This is an optimization exercise on Yosys and OpenROAD, whose aim is small area, a short achievable clock period and few clock cycles per item, not a production implementation.
Function was checked by simulation only, so behaviour that the tests miss may differ from the original.

==> inputs of 06-06 <==
// integer_calculator_alu
module integer_calculator_alu #(
  parameter int DATA_WIDTH = 32
) (
  input  logic        clk_i,
  input  logic        rst_ni,
  input  logic        in_valid_i,
  output logic        in_ready_o,
  input  logic [3:0]  req_type_i,
  input  logic [31:0] operand_a_i,
  input  logic [31:0] operand_b_i,
  output logic        out_valid_o,
  input  logic        out_ready_i,
  output logic [31:0] result_value_o,
  output logic [2:0]  status_o
);
  localparam int S_IDLE  = 0;
  localparam int S_SETUP = 1;
  localparam int S_MUL   = 2;
  localparam int S_NORM  = 3;
  localparam int S_DIV   = 4;
  localparam int S_GINIT = 5;
  localparam int S_GCD   = 6;
  localparam int S_POWST = 7;
  localparam int S_PMUL  = 8;
  localparam int S_PSQ   = 9;
  localparam int S_OVF   = 10;
  localparam int S_LMUL  = 11;
  localparam int S_FIN   = 12;
  localparam int S_DONE  = 13;
  localparam int S_NORM0 = 14;
  localparam int NS      = 15;
  function automatic logic [5:0] clz32(input logic [31:0] x);
  ...
Settings: LEC_CHECK=0, CAP_MARGIN=20, CORE_MARGIN=2, CORE_UTILIZATION=40, PLACE_DENSITY=0.45, SETUP_SLACK_MARGIN=1.5, SLEW_MARGIN=20; clock period 8.0 ns.
run.sh (not shown) runs the stock make flow with config.mk's settings and CLKGATE_MAP_FILE= SYNTH_SCRIPT=/design/flow/synth_recipe.tcl, a recipe that flattens the netlist after the stock synthesis.
==> 07-18 (differences from 06-06) <==
--- a/flow/design.v
+++ b/flow/design.v
@@ -33,15 +33,14 @@
   localparam int S_IDLE  = 0;
   localparam int S_SETUP = 1;
   localparam int S_MUL   = 2;
   localparam int S_NORM  = 3;
   localparam int S_DIV   = 4;
   localparam int S_GINIT = 5;
   localparam int S_GCD   = 6;
-  localparam int S_POWST = 7;
   localparam int S_PMUL  = 8;
   localparam int S_PSQ   = 9;
   localparam int S_OVF   = 10;
   localparam int S_LMUL  = 11;
   localparam int S_FIN   = 12;
   localparam int S_DONE  = 13;
   localparam int S_NORM0 = 14;
@@ -294,14 +293,15 @@
       end
       OP_MOD: begin
         if (ib_zero) imm_st = ST_DIVZERO;
         else imm = 1'b0;
       end
       OP_POW: begin
         if (ib_neg) imm_st = ST_DOMAIN;
+        else if (operand_b_i[30:1] == 30'd0) imm_v = operand_b_i[0] ? operand_a_i : 32'd1;
         else if (operand_a_i[0] || operand_b_i[30:5] == 26'd0) imm = 1'b0;
       end
       OP_FACT: begin
         if (ia_neg) imm_st = ST_DOMAIN;
         else if (operand_a_i[30:6] == 25'd0 && operand_a_i[5:0] < 6'd34) imm_v = fact_rom(operand_a_i[5:0]);
       end
       OP_GCD, OP_LCM: begin
@@ -347,46 +347,47 @@
           a_d  = operand_a_i;
           b_d  = operand_b_i;
           op_d = req_type_i;
           if (imm) begin
             fin   = 1'b1;
             res_d = imm_v;
             st_d  = imm_st;
+          end else if (req_type_i == OP_MUL) begin
+            cnt_d = 5'd0;
+            neg_d = 1'b0;
+            nxt   = S_MUL;
+            go    = 1'b1;
+          end else if (req_type_i == OP_POW) begin
+            b_d   = {operand_b_i[31:1], 1'b0};
+            c_d   = operand_b_i[0] ? operand_a_i : 32'd1;
+            cnt_d = 5'd0;
+            neg_d = 1'b0;
+            nxt   = S_PSQ;
+            go    = 1'b1;
           end else begin
             nxt = S_SETUP;
             go  = 1'b1;
           end
         end else if (state_q[S_DONE] && out_ready_i) begin
           nxt = S_IDLE;
           go  = 1'b1;
         end
       end
       state_q[S_SETUP]: begin
         cnt_d = 5'd0;
         unique case (op_q)
-          OP_MUL: begin
-            neg_d = 1'b0;
-            nxt   = S_MUL;
-            go    = 1'b1;
-          end
           OP_DIV, OP_MOD: begin
             a_d   = abs_a;
             b_d   = abs_b;
             neg_d = (op_q == OP_DIV) ? (a_q[31] ^ b_q[31]) : a_q[31];
             cnt_d = sh_div[4:0];
             sml_d = (clz_b < clz_a);
             nxt   = S_NORM;
             go    = 1'b1;
           end
-          OP_POW: begin
-            c_d   = 32'd1;
-            neg_d = 1'b0;
-            nxt   = S_POWST;
-            go    = 1'b1;
-          end
           default: begin    
             a_d   = rsh_out;
             cnt_d = rsh_amt;            
             c_d   = ge1 ? b_q : a_q;    
             p_d   = ge1 ? a_q : b_q;    
             nxt   = S_GINIT;
             go    = 1'b1;
@@ -408,16 +409,16 @@
         sml_d = (clz_b < clz_a);
         nxt   = S_NORM;
         go    = 1'b1;
       end
       state_q[S_NORM]: begin
         c_d = 32'd0;
         if (sml_q) begin
-          nxt = S_FIN;
-          go  = 1'b1;
+          fin   = 1'b1;
+          res_d = (op_q == OP_MOD) ? fin_neg : 32'd0;
         end else begin
           b_d   = lsh_out;
           nxt   = S_DIV;
           go    = 1'b1;
         end
       end
       state_q[S_DIV]: begin
@@ -444,14 +445,20 @@
         go  = 1'b1;
       end
       state_q[S_GCD]: begin
         if (a_q == b_q) begin
           if (op_q == OP_GCD) begin
             fin   = 1'b1;
             res_d = lsh_out;
+          end else if (a_q == 32'd1 && cnt_q == 5'd0) begin
+            a_d   = p_q;     
+            b_d   = c_q;     
+            cnt_d = 5'd0;
+            nxt   = S_LMUL;
+            go    = 1'b1;
           end else begin
             a_d = c_q;       
             b_d = lsh_out;   
             nxt = S_NORM0;
             go  = 1'b1;
           end
         end else begin
@@ -467,28 +474,14 @@
         end
       end
       state_q[S_OVF]: begin
         fin = 1'b1;
         if (neg_q || p_q[31]) st_d = ST_OVERFLOW;
         else res_d = p_q;
       end
-      state_q[S_POWST]: begin
-        if (b_q == 32'd0) begin
-          fin   = 1'b1;
-          res_d = 32'd1;
-        end else if (b_q[0]) begin
-          c_d = a_q;
-          b_d = {b_q[31:1], 1'b0};
-          nxt = (b_q[31:1] == 31'd0) ? S_FIN : S_PSQ;
-          go  = 1'b1;
-        end else begin
-          nxt = S_PSQ;
-          go  = 1'b1;
-        end
-      end
       state_q[S_PSQ]: begin
         if (rsv_q) begin
           b_d   = b_q >> 1;
           cnt_d = 5'd0;
           if (b_q[1] && c_q == 32'd1) begin
             b_d = {1'b0, b_q[31:2], 1'b0};
             nxt = (b_q[31:2] == 30'd0) ? S_FIN : S_PSQ;
@@ -540,14 +533,19 @@
       end else begin
         p_d   = cs_s5;
         pc_d  = cs_c5;
         cnt_d = {3'd0, dig_nxt};
         rsv_d = m_last;
       end
     end
+    if (state_q[S_PSQ] && !rsv_q && dig == 2'd0 && a_q[15:0] == 16'h0001) begin
+      p_d   = {a_q[30:1], 2'b01};
+      pc_d  = 32'd0;
+      rsv_d = 1'b1;
+    end
     if (state_q[S_PSQ] && rsv_q) begin
       a_d = prod;
       if (b_q[1] && c_q == 32'd1) c_d = prod;
     end
     if (state_q[S_PMUL] && rsv_q) c_d = prod;
     state_d = go ? (NS'(1) << nxt) : state_q;
   end
==> flow/config.mk (replaced) <==
export PLATFORM = sky130hd
export DESIGN_NAME = integer_calculator_alu
export DESIGN_NICKNAME = integer_calculator_alu
export VERILOG_FILES = /design/flow/design.v
export SDC_FILE = /design/flow/constraint.sdc
export NUM_CORES = 4
export LEC_CHECK = 0
export CAP_MARGIN = 40
export CORE_MARGIN = 2
export CORE_UTILIZATION = 40
export PLACE_DENSITY = 0.45
export SETUP_SLACK_MARGIN = 2.0
export SLEW_MARGIN = 40
==> summary of the runs <==
06-06 completed and failed the layout checks on capacitance limit, slew limit. 07-18 finished clean.
Against 07-18, the first-iteration DRC count of 06-06 is smaller by about 12%.
Between 07-18 and 06-06, the lower synthesized cell count is in 06-06 (gap about 7%, measured against 06-06).
Cell count: 06-06 is smaller than 07-18 (about 8%).
==> figures <==
metric                                                                  07-18                          06-06
Simple-gate portion of the synthesized area                             22.8%                          22.2%
Pin count of the biggest net entering global routing                       81                             75
Metal3 WL                                                            75400 um                       66900 um
Vertical extent of the die                                             352 um                         345 um
Worst r2r dst                                               p_q[31]$_DFFE_PP_              p_q[25]$_DFFE_PP_
Result of the run                                     complete, no violations                failed layout checks
Violated checks                                                             -  capacitance limit, slew limit
Area added between synthesis and finish                                 24.6%                          15.6%
Met1 routing resource usage after global routing                        67.4%                          66.4%
Testbench counts of 06-06, summed over its fixed seeds: cycles 20,791, items 2,400.
Testbench counts of 07-18, summed over its fixed seeds: cycles 18,589, items 2,400.

-- port drivers added, routing unchanged --
In the flow no input, the clock included, has a driving cell. The finished layouts below were timed again as built, in two steps.
Step 1 sets driving cells, clkbuf_16 on the clock port and buf_2 on the other inputs (assumed; they add their load-dependent delay and slew).
Step 2 also shifts input and output timing later by t, the mid clock arrival at the registers, as if the neighbouring blocks saw the same clock.
a / b / c = ideal ports / drivers / drivers and shift; a / b = the first two.
run | shift t [ns] | slack for setup (ns) | clock arrival spread, ns
06-06 | 0.667 | 1.188 / 1.188 / 0.956 | 0.038 / 0.038
07-18 | 0.675 | 1.500 / 1.500 / 1.134 | 0.032 / 0.031
The setup slack of 07-18, which loses most, moves by 0.000 ns with the drivers and by -0.366 ns with both steps.
